This is an optimization exercise on Yosys and OpenROAD, whose aim is small area, not a production implementation.
In this exercise RTL edits were held to simulation tests only and were not proved equivalent to the original.
No activity file was given, so power comes from the tool's default toggle rates.

==> flow/design.v <==
`default_nettype none
package interp_cmd_pkg;
    typedef enum logic [8-1:0] {
        OP_ADD_ACC      = 8'h41,  
        OP_SET_END      = 8'h44,  
        OP_WRITE_CLK    = 8'h43,  
        OP_READ_ACC_POS = 8'h47,  
        OP_READ_MEM     = 8'h4C,  
        OP_RESET_CORE   = 8'h52,  
        OP_STOP_CLK     = 8'h53,  
        OP_SET_TIMEOUT  = 8'h54,  
        OP_LOAD_UPPER   = 8'h55,  
        OP_WRITE_MEM    = 8'h57,  
        OP_GET_ACC      = 8'h61,  
        OP_LOAD_LOWER   = 8'h6C,  
        OP_PING         = 8'h70,  
        OP_RESUME_CLK   = 8'h72,  
        OP_UNTIL        = 8'h75   
    } opcode_t;
    typedef logic [24-1:0] arg_t;
    typedef enum logic [1:0] {
        ACC_NONE,
        ACC_LOAD_UPPER,
        ACC_LOAD_LOWER,
        ACC_ADD
    } acc_op_t;
    typedef enum logic [2:0] {
        CORE_NONE,
        CORE_WRITE_CLK,
        CORE_STOP_CLK,
        CORE_RESUME_CLK,
        CORE_RESET,
        CORE_SET_TIMEOUT,
        CORE_SET_END,
        CORE_UNTIL
    } core_cmd_t;
endpackage
`default_nettype wire
`default_nettype none
package interp_bus_pkg;
    typedef logic [31:0] word_t;
    typedef logic [31:0] addr_t;
    typedef logic [63:0] acc_t;
    typedef logic [31:0] cycles_t;
endpackage
`default_nettype wire
`default_nettype none
module debug_interpreter (
    input  wire          clk,
    input  wire          reset,
    input  wire          uart_rx_empty,
    input  wire          uart_read_response,
    input  wire [31:0]   uart_read_data,
    output logic         uart_read,
    input  wire          uart_write_response,
    output logic         uart_write,
    output logic [31:0]  uart_write_data,
    input  wire          finish_execution,
    output logic         core_clk_enable,
    output logic         core_reset,
    output logic         write_pulse,
    output logic [31:0]  num_of_cycles_to_pulse,
    output logic         reset_bus,
    output logic         memory_mux_selector,
    output logic [31:0]  end_position,
    output logic         memory_read,
    output logic         memory_write,
    output logic [31:0]  address,
    output logic [31:0]  write_data,
    input  wire  [31:0]  read_data
);
    localparam logic [4:0]
        S_IDLE   = 5'd0,
        S_FETCH  = 5'd1,
        S_DECODE = 5'd2,
        S_POST   = 5'd3,    
        S_DWAIT  = 5'd4,
        S_FDATA  = 5'd5,
        S_W1     = 5'd6,    
        S_MEM1   = 5'd7,
        S_MEM2   = 5'd8,    
        S_MEM3   = 5'd9,    
        S_MEM4   = 5'd10,
        S_TX0    = 5'd11,
        S_TX1    = 5'd12,   
        S_TXW    = 5'd13,
        S_TXD    = 5'd14,
        S_CSTART = 5'd15,
        S_RST    = 5'd16,
        S_RDONE  = 5'd17,
        S_EN     = 5'd18,
        S_RUN    = 5'd19,
        S_UDONE  = 5'd20;
    logic [4:0]  st;
    logic [31:0] cw;
    logic [31:0] wc;
    logic [31:0] acc;
    logic [23:0] timeout;
    logic [23:0] endp;
    logic        rep;       
    logic        wp;
    logic        mw;
    logic        rb;
    logic        clk_en;
    logic        msel;
    logic        rst_q;     
    wire [7:0]  op  = cw[7:0];
    wire [23:0] arg = cw[31:8];
    wire op_p = op == 8'h70;
    wire op_a = op == 8'h61;
    wire op_U = op == 8'h55;
    wire op_l = op == 8'h6C;
    wire op_A = op == 8'h41;
    wire op_W = op == 8'h57;
    wire op_L = op == 8'h4C;
    wire op_G = op == 8'h47;
    wire op_C = op == 8'h43;
    wire op_S = op == 8'h53;
    wire op_r = op == 8'h72;
    wire op_T = op == 8'h54;
    wire op_D = op == 8'h44;
    wire op_R = op == 8'h52;
    wire op_u = op == 8'h75;
    wire in_dec  = st == S_DECODE;
    wire in_post = st == S_POST;
    wire in_cnt  = st == S_RST || st == S_RUN;
    wire in_clr  = st == S_CSTART || st == S_EN;
    wire in_rd   = st == S_MEM3;
    wire a_hi   = in_dec && (op_A || op_l || op_a || op_G);
    wire a_lo   = in_dec && (op_A || op_U || op_a || op_G);
    wire b_slo  = (in_dec && (op_A || op_l || op_T)) || (in_post && op_D);
    wire b_shi  = (in_dec && (op_A || op_T)) || (in_post && op_D);
    wire b_addr = in_dec && (op_L || op_G || op_W);
    wire b_up   = in_dec && op_U;
    wire a_wc   = !rst_q && !(in_dec && (op_U || op_l || op_A || op_T || op_a || op_L || op_G || op_W))
                  && !(in_post && op_D) && !in_clr && !in_rd;
    wire [31:0] a_op = ({32{a_wc}} & wc)
                     | ({{24{a_hi}}, {8{a_lo}}} & acc);
    wire [31:0] b_op = ({{24{b_shi}}, {8{b_slo}}} & {{8{arg[23]}}, arg})
                     | ({32{b_addr}} & {6'b0, arg, 2'b00})
                     | ({32{b_up}} & {arg, 8'b0})
                     | ({32{in_rd}} & read_data)
                     | {30'b0, in_cnt && !(st == S_RUN && run_end), in_clr};
    wire [31:0] sum = a_op + b_op;
    wire run_end = finish_execution || (wc[24:1] == timeout);
    wire ld_acc  = rst_q || (in_dec && (op_U || op_l || op_A));
    wire ld_tmo  = rst_q || (in_dec && op_T);
    wire ld_end  = reset || (in_post && op_D);
    always_ff @(posedge clk) begin
        if (ld_acc) acc     <= sum;
        if (ld_tmo) timeout <= sum[23:0];
        if (ld_end) endp    <= reset ? 24'd0 : sum[23:0];
        rst_q <= reset;
        wc <= sum;
    end
    always_ff @(posedge clk) begin
        wp <= 1'b0;
        mw <= 1'b0;
        rb <= 1'b0;
        if (reset) begin
            st      <= S_IDLE;
            rep     <= 1'b0;
            clk_en  <= 1'b0;
            msel    <= 1'b0;
            rb      <= 1'b1;
        end else begin
            case (st)
                S_IDLE:  if (!uart_rx_empty) st <= S_FETCH;
                S_FETCH: if (uart_read_response) begin
                    cw <= uart_read_data;
                    st <= S_DECODE;
                end
                S_DECODE: begin
                    st <= S_IDLE;
                    if (op_p || op_a) st <= S_TX0;
                    if (op_W) st <= S_DWAIT;
                    if (op_L || op_G) st <= S_MEM1;
                    if (op_C || op_S || op_r || op_D) st <= S_POST;
                    if (op_R || op_u) st <= S_CSTART;
                end
                S_POST, S_W1: begin
                    st <= uart_rx_empty ? S_IDLE : S_FETCH;
                    if (st == S_W1) mw <= 1'b1;
                    else begin
                        if (op_C) begin
                            clk_en <= 1'b1;
                            wp     <= 1'b1;
                        end
                        if (op_S) clk_en <= 1'b0;
                        if (op_r) clk_en <= 1'b1;
                    end
                end
                S_DWAIT: if (!uart_rx_empty) st <= S_FDATA;
                S_FDATA: if (uart_read_response) begin
                    cw <= uart_read_data;
                    st <= S_W1;
                end
                S_MEM1: st <= S_MEM2;
                S_MEM2: st <= S_MEM3;
                S_MEM3: st <= S_MEM4;
                S_MEM4: st <= S_TX0;
                S_TX0:  st <= S_TX1;
                S_TX1, S_TXW: st <= uart_write_response ? S_TXD : S_TXW;
                S_TXD: begin
                    rep <= 1'b0;
                    st  <= rep ? S_TX0 : S_IDLE;
                end
                S_CSTART: begin
                    msel   <= op_u;
                    rb     <= op_u;
                    clk_en <= 1'b1;
                    wp     <= 1'b1;
                    st     <= S_RST;
                end
                S_RST: begin
                    if (wc[5:1] == 5'd20) begin
                        clk_en <= 1'b0;
                        st     <= msel ? S_EN : S_RDONE;
                    end
                end
                S_RDONE: st <= S_IDLE;
                S_EN: begin
                    clk_en <= 1'b1;
                    wp     <= 1'b1;
                    st     <= S_RUN;
                end
                S_RUN: begin
                    if (run_end) begin
                        clk_en <= 1'b0;
                        msel   <= 1'b0;
                        rb     <= 1'b1;
                        st     <= S_UDONE;
                    end
                end
                S_UDONE: begin
                    rep <= 1'b1;
                    st  <= S_TX0;
                end
                default: st <= S_IDLE;
            endcase
        end
    end
    assign uart_read           = (st == S_FETCH) || (st == S_FDATA);
    assign uart_write          = (st == S_TX1);
    assign uart_write_data     = op_p ? 32'h7700006A : rep ? 32'h6C75636B : wc;
    assign core_clk_enable     = clk_en;
    assign core_reset          = (st == S_RST) || (st == S_RDONE) || (st == S_EN);
    assign write_pulse         = wp;
    assign num_of_cycles_to_pulse = (st == S_RST) ? {24'd0, 8'd20}
                                  : (st == S_RUN) ? {8'd0, timeout}
                                  : {8'd0, arg};
    assign reset_bus           = rb;
    assign memory_mux_selector = msel;
    assign end_position        = {6'd0, endp, 2'b00};
    assign memory_read         = (st == S_MEM2);
    assign memory_write        = mw;
    assign address             = wc;
    assign write_data          = cw;
endmodule
`default_nettype wire
clock: 5.0 ns
lec_check: 0
cap_margin: 20
core_margin: 2
core_utilization: 40
cts_buf_list: sky130_fd_sc_hd__clkbuf_8
slew_margin: 20
run.sh (not shown) runs the stock make flow with config.mk's settings and CLKGATE_MAP_FILE= SYNTH_SCRIPT=/design/flow/synth_recipe.tcl, a recipe that flattens the netlist after the stock synthesis.
==> next run, changes <==
--- a/flow/design.v
+++ b/flow/design.v
@@ -103,8 +103,9 @@
     logic        rb;
     logic        clk_en;
     logic        msel;
     logic        rst_q;     
+    logic        x_A, x_U, x_l, x_T, x_a, x_G, x_LW;
     wire [7:0]  op  = cw[7:0];
     wire [23:0] arg = cw[31:8];
     wire op_p = op == 8'h70;
     wire op_a = op == 8'h61;
@@ -125,16 +126,24 @@
     wire in_post = st == S_POST;
     wire in_cnt  = st == S_RST || st == S_RUN;
     wire in_clr  = st == S_CSTART || st == S_EN;
     wire in_rd   = st == S_MEM3;
-    wire a_hi   = in_dec && (op_A || op_l || op_a || op_G);
-    wire a_lo   = in_dec && (op_A || op_U || op_a || op_G);
-    wire b_slo  = (in_dec && (op_A || op_l || op_T)) || (in_post && op_D);
-    wire b_shi  = (in_dec && (op_A || op_T)) || (in_post && op_D);
-    wire b_addr = in_dec && (op_L || op_G || op_W);
-    wire b_up   = in_dec && op_U;
-    wire a_wc   = !rst_q && !(in_dec && (op_U || op_l || op_A || op_T || op_a || op_L || op_G || op_W))
-                  && !(in_post && op_D) && !in_clr && !in_rd;
+    always_ff @(posedge clk) begin
+        x_A  <= !reset && in_dec && op_A;
+        x_U  <= !reset && in_dec && op_U;
+        x_l  <= !reset && in_dec && op_l;
+        x_T  <= !reset && in_dec && op_T;
+        x_a  <= !reset && in_dec && op_a;
+        x_G  <= !reset && in_dec && op_G;
+        x_LW <= !reset && in_dec && (op_L || op_W);
+    end
+    wire a_hi   = x_A || x_l || x_a || x_G;
+    wire a_lo   = x_A || x_U || x_a || x_G;
+    wire b_slo  = x_A || x_l || x_T;
+    wire b_shi  = x_A || x_T;
+    wire b_addr = x_G || x_LW;
+    wire b_up   = x_U;
+    wire a_wc   = !rst_q && !(x_A || x_U || x_l || x_T || x_a || x_G || x_LW) && !in_clr && !in_rd;
     wire [31:0] a_op = ({32{a_wc}} & wc)
                      | ({{24{a_hi}}, {8{a_lo}}} & acc);
     wire [31:0] b_op = ({{24{b_shi}}, {8{b_slo}}} & {{8{arg[23]}}, arg})
                      | ({32{b_addr}} & {6'b0, arg, 2'b00})
@@ -142,15 +151,15 @@
                      | ({32{in_rd}} & read_data)
                      | {30'b0, in_cnt && !(st == S_RUN && run_end), in_clr};
     wire [31:0] sum = a_op + b_op;
     wire run_end = finish_execution || (wc[24:1] == timeout);
-    wire ld_acc  = rst_q || (in_dec && (op_U || op_l || op_A));
-    wire ld_tmo  = rst_q || (in_dec && op_T);
+    wire ld_acc  = rst_q || x_U || x_l || x_A;
+    wire ld_tmo  = rst_q || x_T;
     wire ld_end  = reset || (in_post && op_D);
     always_ff @(posedge clk) begin
         if (ld_acc) acc     <= sum;
         if (ld_tmo) timeout <= sum[23:0];
-        if (ld_end) endp    <= reset ? 24'd0 : sum[23:0];
+        if (ld_end) endp    <= reset ? 24'd0 : arg;
         rst_q <= reset;
         wc <= sum;
     end
     always_ff @(posedge clk) begin
What happened: Clock power drops slightly. Combinational power decreases by a few percent. Setup slack gets better by 0.13 ns. Hold slack is better by 0.064 ns. Design area fell slightly. Synthesized cell count drops by a few percent. Routed wire length went down by a few percent. Count of clock-buffer cells in the layout decreases by 1. Total power is higher slightly. Sequential power came out higher by a few percent. First-iteration DRC count rises by a few percent. Global-route usage fell by 1.5 points. Critical path depth rises by 3.

==> re-timing with driven ports <==
No port has a modelled driver above. Below, the same layouts with a new extraction and two added sets of constraints.
Step 1, drivers: a clkbuf_16 drives clk and a buf_2 each remaining input, both assumed.
Step 2 also shifts input and output timing later by t, the mid clock arrival at the registers, as if the neighbouring blocks saw the same clock.
Three values: ideal, step 1, step 2; two values: the first two.
run | t (ns) | setup WS [ns] | worst setup path after step 2 | worst register clock-pin slew, ns
the first run | 0.523 | 0.342 / 0.342 / 0.342 | register to register | 0.11 / 0.11
the second run | 0.491 | 0.472 / 0.472 / 0.472 | register to register | 0.10 / 0.10
After both steps every run listed still meets setup and hold.
